This design comes from an exercise in tuning for small area, a short achievable clock period and few clock cycles on the open sky130 flow, not from production work.
At most, simulation tests tie the RTL to the original design; equivalence was not proved.
No activity file was given, so power comes from the tool's default toggle rates.

==> inputs of run D <==
==> flow/design.v (excerpt) <==
module matmul_top (
  input  wire        clk,
  input  wire        reset_n,
  input  wire        dut_valid,
  output wire        dut_ready,
  output wire [11:0] input_read_address,
  input  wire [31:0] input_read_data,
  output wire [11:0] weight_read_address,
  input  wire [31:0] weight_read_data,
  output wire        result_write_enable,
  output wire [11:0] result_write_address,
  output wire [31:0] result_write_data
);
Settings: LEC_CHECK=0, CAP_MARGIN=20, CORE_MARGIN=2, CORE_UTILIZATION=40, SLEW_MARGIN=20; clock period 10.0 ns.
standard.sh (not shown) runs the stock make flow with config.mk's settings and CLKGATE_MAP_FILE= SYNTH_SCRIPT=/design/flow/synth_recipe.tcl, a recipe that flattens the netlist after the stock synthesis.
==> flow/flow/run.sh <==
#!/bin/bash
# Standard ORFS layout, with repair_timing aiming for extra setup slack (and
# free to change cell footprints) so the resizer sizes the datapath for a
# shorter period than the 10 ns constraint; port buffers use buf_1; the
# clock tree uses larger sink clusters.
set -euo pipefail
bash standard.sh synth > synth.log 2>&1
bash standard.sh SETUP_SLACK_MARGIN=6.8 MATCH_CELL_FOOTPRINT=0 \
  "BUFFER_PORTS_ARGS=-buffer_cell sky130_fd_sc_hd__buf_1" \
  CTS_CLUSTER_SIZE=25 CTS_CLUSTER_DIAMETER=150 CORE_UTILIZATION=70 finish > layout.log 2>&1
==> run B (differences from run D) <==
--- a/flow/design.v
+++ b/flow/design.v
@@ -986,142 +986,14 @@
   assign s[30] = c523;
   assign c[30] = s532;
   assign s[31] = x544;
   assign c[31] = 1'b0;
   assign x[0] = c531;
   assign x[1] = c533;
 endmodule
-module cpa32 (
-  input  wire [31:0] a,
-  input  wire [31:0] b,
-  output wire [31:0] y
-);
-  wire [31:0] g = a & b;
-  wire [31:0] p = a ^ b;
-  wire G1 = g[1] | (p[1] & g[0]);
-  wire P1 = p[1] & p[0];
-  wire G2 = g[3] | (p[3] & g[2]);
-  wire P2 = p[3] & p[2];
-  wire G3 = g[5] | (p[5] & g[4]);
-  wire P3 = p[5] & p[4];
-  wire G4 = g[7] | (p[7] & g[6]);
-  wire P4 = p[7] & p[6];
-  wire G5 = g[9] | (p[9] & g[8]);
-  wire P5 = p[9] & p[8];
-  wire G6 = g[11] | (p[11] & g[10]);
-  wire P6 = p[11] & p[10];
-  wire G7 = g[13] | (p[13] & g[12]);
-  wire P7 = p[13] & p[12];
-  wire G8 = g[15] | (p[15] & g[14]);
-  wire P8 = p[15] & p[14];
-  wire G9 = g[17] | (p[17] & g[16]);
-  wire P9 = p[17] & p[16];
-  wire G10 = g[19] | (p[19] & g[18]);
-  wire P10 = p[19] & p[18];
-  wire G11 = g[21] | (p[21] & g[20]);
-  wire P11 = p[21] & p[20];
-  wire G12 = g[23] | (p[23] & g[22]);
-  wire P12 = p[23] & p[22];
-  wire G13 = g[25] | (p[25] & g[24]);
-  wire P13 = p[25] & p[24];
-  wire G14 = g[27] | (p[27] & g[26]);
-  wire P14 = p[27] & p[26];
-  wire G15 = g[29] | (p[29] & g[28]);
-  wire P15 = p[29] & p[28];
-  wire G16 = g[31] | (p[31] & g[30]);
-  wire P16 = p[31] & p[30];
-  wire G17 = G2 | (P2 & G1);
-  wire P17 = P2 & P1;
-  wire G18 = G4 | (P4 & G3);
-  wire P18 = P4 & P3;
-  wire G19 = G6 | (P6 & G5);
-  wire P19 = P6 & P5;
-  wire G20 = G8 | (P8 & G7);
-  wire P20 = P8 & P7;
-  wire G21 = G10 | (P10 & G9);
-  wire P21 = P10 & P9;
-  wire G22 = G12 | (P12 & G11);
-  wire P22 = P12 & P11;
-  wire G23 = G14 | (P14 & G13);
-  wire P23 = P14 & P13;
-  wire G24 = G16 | (P16 & G15);
-  wire P24 = P16 & P15;
-  wire G25 = G18 | (P18 & G17);
-  wire P25 = P18 & P17;
-  wire G26 = G20 | (P20 & G19);
-  wire P26 = P20 & P19;
-  wire G27 = G22 | (P22 & G21);
-  wire P27 = P22 & P21;
-  wire G28 = G24 | (P24 & G23);
-  wire P28 = P24 & P23;
-  wire G29 = G26 | (P26 & G25);
-  wire P29 = P26 & P25;
-  wire G30 = G28 | (P28 & G27);
-  wire P30 = P28 & P27;
-  wire G31 = G30 | (P30 & G29);
-  wire P31 = P30 & P29;
-  wire G32 = G27 | (P27 & G29);
-  wire G33 = G19 | (P19 & G25);
-  wire G34 = G21 | (P21 & G29);
-  wire G35 = G23 | (P23 & G32);
-  wire G36 = G3 | (P3 & G17);
-  wire G37 = G5 | (P5 & G25);
-  wire G38 = G7 | (P7 & G33);
-  wire G39 = G9 | (P9 & G29);
-  wire G40 = G11 | (P11 & G34);
-  wire G41 = G13 | (P13 & G32);
-  wire G42 = G15 | (P15 & G35);
-  wire G43 = g[2] | (p[2] & G1);
-  wire G44 = g[4] | (p[4] & G17);
-  wire G45 = g[6] | (p[6] & G36);
-  wire G46 = g[8] | (p[8] & G25);
-  wire G47 = g[10] | (p[10] & G37);
-  wire G48 = g[12] | (p[12] & G33);
-  wire G49 = g[14] | (p[14] & G38);
-  wire G50 = g[16] | (p[16] & G29);
-  wire G51 = g[18] | (p[18] & G39);
-  wire G52 = g[20] | (p[20] & G34);
-  wire G53 = g[22] | (p[22] & G40);
-  wire G54 = g[24] | (p[24] & G32);
-  wire G55 = g[26] | (p[26] & G41);
-  wire G56 = g[28] | (p[28] & G35);
-  wire G57 = g[30] | (p[30] & G42);
-  assign y[0] = p[0];
-  assign y[1] = p[1] ^ g[0];
-  assign y[2] = p[2] ^ G1;
-  assign y[3] = p[3] ^ G43;
-  assign y[4] = p[4] ^ G17;
-  assign y[5] = p[5] ^ G44;
-  assign y[6] = p[6] ^ G36;
-  assign y[7] = p[7] ^ G45;
-  assign y[8] = p[8] ^ G25;
-  assign y[9] = p[9] ^ G46;
-  assign y[10] = p[10] ^ G37;
-  assign y[11] = p[11] ^ G47;
-  assign y[12] = p[12] ^ G33;
-  assign y[13] = p[13] ^ G48;
-  assign y[14] = p[14] ^ G38;
-  assign y[15] = p[15] ^ G49;
-  assign y[16] = p[16] ^ G29;
-  assign y[17] = p[17] ^ G50;
-  assign y[18] = p[18] ^ G39;
-  assign y[19] = p[19] ^ G51;
-  assign y[20] = p[20] ^ G34;
-  assign y[21] = p[21] ^ G52;
-  assign y[22] = p[22] ^ G40;
-  assign y[23] = p[23] ^ G53;
-  assign y[24] = p[24] ^ G32;
-  assign y[25] = p[25] ^ G54;
-  assign y[26] = p[26] ^ G41;
-  assign y[27] = p[27] ^ G55;
-  assign y[28] = p[28] ^ G35;
-  assign y[29] = p[29] ^ G56;
-  assign y[30] = p[30] ^ G42;
-  assign y[31] = p[31] ^ G57;
-endmodule
 `timescale 1ns/1ps
 `default_nettype none
 module matmul_top (
   input  wire        clk,
   input  wire        reset_n,
   input  wire        dut_valid,
   output wire        dut_ready,
@@ -1138,24 +1010,22 @@
   reg         load_q;     
   reg         run_q;      
   reg  [11:0] a_addr, b_addr, row_base;
   reg  [11:0] n_q, p_q;
   reg  [11:0] k_cnt, j_cnt, i_cnt;
   reg         k_last, j_last, i_last;    
   reg         n_one, p_one;               
-  reg         v_d, l_d;
-  reg         v_t, l_t;
-  reg         v_u, l_u;
-  reg         nf_q;       
-  reg         l_r;
-  reg         we_q;
+  reg         v_d, f_d, l_d, e_d;
+  reg         f_t, l_t, v_t, e_t;
+  reg         f_u, l_u, v_u, e_u;
+  reg         l_r, e_r;
+  reg         we_q, wend_q;
   reg  [11:0] wr_addr;
   wire start    = ready_q & dut_valid;
   wire job_last = k_last & j_last & i_last;
-  wire drained  = !(wait_q | load_q | run_q | v_d | v_t | v_u | l_r);
   assign dut_ready           = ready_q;
   assign input_read_address  = a_addr;
   assign weight_read_address = b_addr;
   always @(posedge clk) begin
     if (!reset_n) begin
       ready_q <= 1'b1;
       wait_q  <= 1'b0;
@@ -1166,16 +1036,16 @@
       load_q <= wait_q;
       if (load_q)
         run_q <= 1'b1;
       else if (job_last)
         run_q <= 1'b0;
       if (start)
         ready_q <= 1'b0;
-      else if (drained)
-        ready_q <= 1'b1;   
+      else if (wend_q)
+        ready_q <= 1'b1;
     end
   end
   always @(posedge clk) begin
     if (load_q) begin
       n_q      <= input_read_data[11:0];
       p_q      <= weight_read_data[11:0];
       n_one    <= (input_read_data[11:0] == 12'd1);
@@ -1219,21 +1089,27 @@
         end
       end
     end else if (ready_q) begin
       a_addr <= 12'd0;
       b_addr <= 12'd0;
     end
   end
+  reg k_first;
   always @(posedge clk) begin
-    l_d  <= k_last;
-    l_t  <= l_d;
-    l_u  <= l_t;
-    nf_q <= v_u & ~l_u;
+    if (load_q)
+      k_first <= 1'b1;
+    else if (run_q)
+      k_first <= k_last;
+    f_d <= k_first;
+    l_d <= k_last;
+    f_t <= f_d;
+    l_t <= l_d;
+    f_u <= f_t;
+    l_u <= l_t;
   end
-  wire f_u = ~nf_q;
   reg  [31:0] a_q;
   reg  [15:0] one_q, two_q, neg_q;
   reg  [31:0] acc_s, acc_c;
   reg  [1:0]  acc_x;         
   reg  [91:0] pr_q;         
   reg  [31:0] res_q;
   wire [32:0] bx = {weight_read_data, 1'b0};
@@ -1261,36 +1137,44 @@
     .as  (f_u ? 32'd0 : acc_s),
     .ac  (f_u ? 32'd0 : acc_c),
     .ax  (f_u ? 2'd0 : acc_x),
     .s   (ts),
     .c   (tc),
     .x   (tx)
   );
-  wire [31:0] sum_sc;
-  cpa32 cpa0 (.a(acc_s), .b(acc_c), .y(sum_sc));
   always @(posedge clk) begin
     pr_q  <= pp;
     acc_s <= ts;
     acc_c <= tc;
     acc_x <= tx;
-    res_q <= sum_sc ^ {^acc_x, 31'd0};
+    res_q <= acc_s + acc_c + {^acc_x, 31'd0};
   end
   always @(posedge clk) begin
     if (!reset_n) begin
       v_d    <= 1'b0;
+      e_d    <= 1'b0;
       v_t    <= 1'b0;
+      e_t    <= 1'b0;
       v_u    <= 1'b0;
+      e_u    <= 1'b0;
       l_r    <= 1'b0;
+      e_r    <= 1'b0;
       we_q   <= 1'b0;
+      wend_q <= 1'b0;
     end else begin
       v_d    <= run_q;
+      e_d    <= run_q & job_last;
       v_t    <= v_d;
+      e_t    <= e_d;
       v_u    <= v_t;
+      e_u    <= e_t;
       l_r    <= v_u & l_u;
+      e_r    <= e_u;
       we_q   <= l_r;
+      wend_q <= e_r;
     end
   end
   always @(posedge clk) begin
     if (load_q)
       wr_addr <= 12'd0;
     else if (we_q)
       wr_addr <= wr_addr + 12'd1;
==> flow/flow/run.sh (replaced) <==
#!/bin/bash
# Standard ORFS layout, with repair_timing aiming for extra setup slack (and
# free to change cell footprints) so the resizer sizes the datapath for a
# shorter period than the 10 ns constraint; port buffers use buf_1; the
# clock tree uses larger sink clusters.
set -euo pipefail
bash standard.sh synth > synth.log 2>&1
bash standard.sh SETUP_SLACK_MARGIN=6.9 MATCH_CELL_FOOTPRINT=0 \
  "BUFFER_PORTS_ARGS=-buffer_cell sky130_fd_sc_hd__buf_1" \
  CTS_CLUSTER_SIZE=25 CTS_CLUSTER_DIAMETER=150 CORE_UTILIZATION=60 finish > layout.log 2>&1
==> results.txt <==
| item | run D | run B |
|---|---|---|
| Outcome | no timing/DRC/antenna violations | no timing/DRC/antenna violations |
| Final weighted congestion of routability-driven global placement | 0.921 | 0.901 |
| Share of post-route cells with drive strength above 1 | 4.96% | 8.54% |
| DIE WIDTH | 191 um | 209 um |
| Area of the mapped netlist | 24500 um^2 | 25300 um^2 |
| Syn-to-layout area delta | 5.22% | 6.61% |
| Internal power consumption | 3.70 mW | 4.24 mW |
| Beginning of the critical path | b_addr[10]$_SDFFE_PP0P_ | b_addr[3]$_SDFFE_PP0P_ |
| Actual slew at the worst max-slew pin | 899 ps | 979 ps |
| Slowest cell on the critical path | sky130_fd_sc_hd__dfxtp_1 | sky130_fd_sc_hd__dfxtp_4 |
| Buffers outside the clock class | 165 | 187 |
| Worst skew pair latency | 550 ps | 560 ps |
| Post-Synth Simple-Gate Area | 7.91% | 8.36% |
| 1st-pass router iterations | 7 | 5 |
| Initial antenna violation count | 1 | 0 |
| Worst hold-check slack | 336 ps | 334 ps |
Testbench counts of run D, summed over its fixed seeds: cycles 70,323.
For run B, only the layout was checked, not whether the RTL still works.

## afterwards: timing with drivers on the ports
How much do the figures lean on ideal ports? The routed layouts below were timed once more, with nothing changed but the port constraints. Step 1: set_driving_cell puts a clkbuf_16 on clk and a buf_2 on each other input, an assumption about the parent block. Step 2 times the ports against the registers' clock, not the clock port: input delays grow and output delays shrink by t, the midpoint of the rising clock arrivals with the driver on. a / b / c = ideal ports / drivers / drivers and shift; a / b = the first two.
| run | t (ns) | setup slack, ns | hold WS [ns] | pins driven straight from the clock port |
|---|---|---|---|---|
| run D | 0.595 | 6.848 / 6.792 / 6.851 | 0.336 / 0.336 / 0.336 | 1 |
| run B | 0.605 | 6.932 / 6.873 / 6.736 | 0.334 / 0.334 / 0.334 | 1 |
After both steps every run listed still meets setup and hold. The setup slack of run B, which loses most, moves by -0.059 ns with the drivers and by -0.196 ns with both steps.
